This is an optimization exercise on Yosys and OpenROAD, whose aim is a short achievable clock period and few clock cycles, not a production implementation. In this exercise RTL edits were held to simulation tests only and were not proved equivalent to the original. Power and IR drop assume default switching activity.

Setup of v6:
## avr_core
module avr_core (
	input  wire                    CLK,
	input  wire                    RST,
	output logic [16-1:0] prog_addr,
	input  wire [16-1:0]  prog_data,
	output logic [16-1:0] data_addr,
	output logic [8-1:0] data_wdata,
	output logic                   data_we,
	input  wire [8-1:0]  data_rdata
);
clock: 7.5 ns
lec_check: 0
cap_margin: 20
core_margin: 2
core_utilization: 40
setup_slack_margin: 5
slew_margin: 20
synth_hierarchical: 1
synth_minimum_keep_size: 0
tns_end_percent: 10
run.sh (not shown) runs the stock make flow with config.mk's settings and CLKGATE_MAP_FILE= SYNTH_SCRIPT=/design/flow/synth_recipe.tcl, a recipe that flattens the netlist after the stock synthesis.
Testbench counts of v6, summed over its fixed seeds: cycles 48,337.
> inputs changed (v6 -> v7)
diff --git a/flow/design.v b/flow/design.v
--- a/flow/design.v
+++ b/flow/design.v
@@ -81,19 +81,20 @@
 	input  wire        sel_swap,
 	input  wire        sel_lsr,
 	input  wire [7:0]  ld_data,
 	output logic [7:0] res,
 	output logic [7:0] flags
 );
 	logic [7:0] bx, g, p, gn, pn;
 	logic [8:0] c;
 	logic [7:0] sum;
-	logic       cin, fl_c, fl_h, fl_v;
+	logic       cin, fl_c, fl_h, fl_v, z_add;
+	logic [7:0] zt;
 	always_comb begin
 		bx  = b ^ {8{sub}};
 		cin = sub ^ (usec & c_in);
 		g = a & bx;
 		p = a ^ bx;
 		for (int d = 1; d < 8; d = d * 2) begin
 			gn = g;
 			pn = p;
 			for (int i = d; i < 8; i++) begin
@@ -116,19 +117,25 @@
 		    | ({8{sel_swap}}  & {a[3:0], a[7:4]})
 		    | ({8{sel_lsr}}   & {1'b0, a[7:1]});
 		fl_c = sel_lsr ? a[0] : (c[8] ^ sub);
 		fl_h = c[4] ^ sub;
 		fl_v = sel_lsr ? a[0]
 		     : sel_add ? ((a[7] & bx[7] & ~sum[7]) | (~a[7] & ~bx[7] & sum[7]))
 		     : 1'b0;
 		flags = 8'd0;
 		flags[0] = fl_c;
-		flags[1] = (res == 8'd0);
+		zt = {a[6:0] | bx[6:0], cin};
+		z_add = ((a ^ bx) == zt);
+		flags[1] = (sel_add & z_add)
+		                   | (sel_and & ((a & b) == 8'd0))
+		                   | (sel_or  & ((a | b) == 8'd0))
+		                   | (sel_eor & ((a ^ b) == 8'd0))
+		                   | (sel_lsr & (a[7:1] == 7'd0));
 		flags[2] = res[7];
 		flags[3] = fl_v;
 		flags[4] = res[7] ^ fl_v;
 		flags[5] = fl_h;
 	end
 endmodule
 module avr_target (
 	input  wire [15:0]  pc1,
 	input  wire [15:0]  inst,
@@ -416,21 +423,21 @@
 	assign hz_ld   = wa | wb | (e_ld & use_ptr & ptr_hit)
 	               | (w_ld & use_ptr & (w_dst[4:2] == 3'b111) & (w_dst[1] == ~inst[3]));
 	assign hz_alu  = e_alu & ~e_ldi & ((i_st & (e_dst == ra)) | (use_ptr & ptr_hit));
 	assign stall   = dv & (hz_ld | hz_alu);
 	logic fwd_a, fwd_b;
 	assign fwd_a = e_alu & (e_dst == ra);
 	assign fwd_b = e_alu & (e_dst == rb);
 	logic [15:0] d_target, d_redir_addr;
 	logic        can_res, cond_now, tk_d, d_redir;
-	logic [15:0] d_trj, d_tbr;
-	avr_dtarget dtg (.pc1(d_pc1), .inst(inst), .t_rjmp(d_trj), .t_br(d_tbr));
-	assign d_target = inst[13] ? d_tbr : d_trj;    
+	logic [15:0] r_trj, r_tbr, d_tgt_q;
+	avr_dtarget rtg (.pc1(r_pc1), .inst(prog_data), .t_rjmp(r_trj), .t_br(r_tbr));
+	assign d_target = d_tgt_q;
 	assign can_res  = ~e_fmask[inst[2:0]];
 	assign cond_now = (sreg[inst[2:0]] == ~inst[10]);
 	assign tk_d     = i_rjmp | (i_br & cond_now);
 	assign d_redir  = dv & ((i_rjmp | (i_br & can_res)) ? (tk_d ^ d_bpred) : (~i_br & d_bpred));
 	assign d_redir_addr = (tk_d & (i_rjmp | i_br)) ? d_target : d_pc1;
 	logic [7:0] fmask;
 	always_comb begin
 		if (i_add | i_adc | i_sub | i_sbc | i_cp | i_cpi | i_sbci | i_subi)
 			fmask = 8'b0011_1111;
@@ -477,18 +484,19 @@
 		r_pc  <= fpc;
 		r_pc1 <= fpc_inc;
 		if (RST || e_mis || d_redir) begin
 			d_valid <= 1'b0;
 		end else if (!e_wait) begin
 			d_valid <= r_valid;
 		end
 		if (!e_wait) begin
 			ir      <= prog_data;
+			d_tgt_q <= prog_data[13] ? r_tbr : r_trj;    
 			d_bpred <= r_bpred;
 			d_pc    <= r_pc;
 			d_pc1   <= r_pc1;
 		end
 	end
 	logic w_ld_n, w_res_n;
 	assign w_res_n  = e_alu & e_run;
 	assign w_ld_n   = e_ld & e_run;
 	always_ff @(posedge CLK) begin
@@ -576,23 +584,25 @@
 		res_q <= alu_res;
 		for (int i = 0; i < 32; i++)
 			w_oh[i] <= (w_ld_n | w_res_n) & (e_dst == 5'(i));
 		w_p28 <= (w_ld_n | w_res_n) & (e_dst == 5'd28);
 		w_p29 <= (w_ld_n | w_res_n) & (e_dst == 5'd29);
 		w_p30 <= (w_ld_n | w_res_n) & (e_dst == 5'd30);
 		w_p31 <= (w_ld_n | w_res_n) & (e_dst == 5'd31);
 	end
 	logic          u_tk;
-	logic [NB-1:0] u_match;
-	assign u_tk = e_taken;
+	logic [NB-1:0] u_match, d_match;
 	always_comb
 		for (int i = 0; i < NB; i++)
-			u_match[i] = bt_v[i] & (bt_tag[i] == e_pc);
+			d_match[i] = bt_v[i] & (bt_tag[i] == d_pc);
+	always_ff @(posedge CLK)
+		if (!e_wait) u_match <= d_match;
+	assign u_tk = e_taken;
 	always_ff @(posedge CLK) begin
 		if (RST) begin
 			bt_v   <= '0;
 			bt_ptr <= '0;
 		end else if (e_cf & e_run) begin
 			if (|u_match) begin
 				for (int i = 0; i < NB; i++)
 					if (u_match[i]) begin
 						if (u_tk && bt_ctr[i] != 2'b11)
### Flow results
- v7: PASS, flow complete, no timing, DRC or antenna violations
- When the final numbers for v6 and v7 were put side by side, the design internal power turned out to be smaller in v7.
- v6 leaves less setup margin than v7.
- On total power consumption of the routed design, v6 loses to v7.
- Lower global-route usage over all layers goes to v7 over v6.
- Diff v6 -> v7: standby leakage power lower; cell area after layout down about 1.5%; share of the clock period used by the worst path after layout went down; combinational cell fraction of total power lower.
- | global-route wire length before repair | v6 vs v7 | ≈ equal |
- Against v6, v7 comes in 4 lower on highest fanout seen on the critical path.
- [diff] worst slack at placement, v7 relative to v6: improvement
- Cmp v6 and v7 / core utilization / lower: v7
Testbench counts of v7, summed over its fixed seeds: cycles 48,337.

## re-timing with driven ports
The results above use ideal ports. As a check the final layouts listed here were re-extracted and re-timed, cells and wires unchanged.
Step 1 (the two cells are an assumption about what drives the block):
set clk [get_ports {CLK}]
set_driving_cell -lib_cell sky130_fd_sc_hd__clkbuf_16 $clk
set_driving_cell -lib_cell sky130_fd_sc_hd__buf_2 [delete_from_list [all_inputs] $clk]
Step 2 times the ports against the registers' clock, not the clock port: input delays grow and output delays shrink by t, the midpoint of the rising clock arrivals with the driver on.
a / b / c = ideal ports / drivers / drivers and shift; a / b = the first two.
run	t, ns	setup WS [ns]	worst data-port slew with drivers (ns)
v6	0.786	4.304 / 4.303 / 3.767	0.06
v7	0.792	4.401 / 4.401 / 3.734	0.09
After both steps every run listed still meets setup and hold. For v7, which loses most, drivers alone change the setup slack by 0.000 ns; drivers and shift together by -0.667 ns.
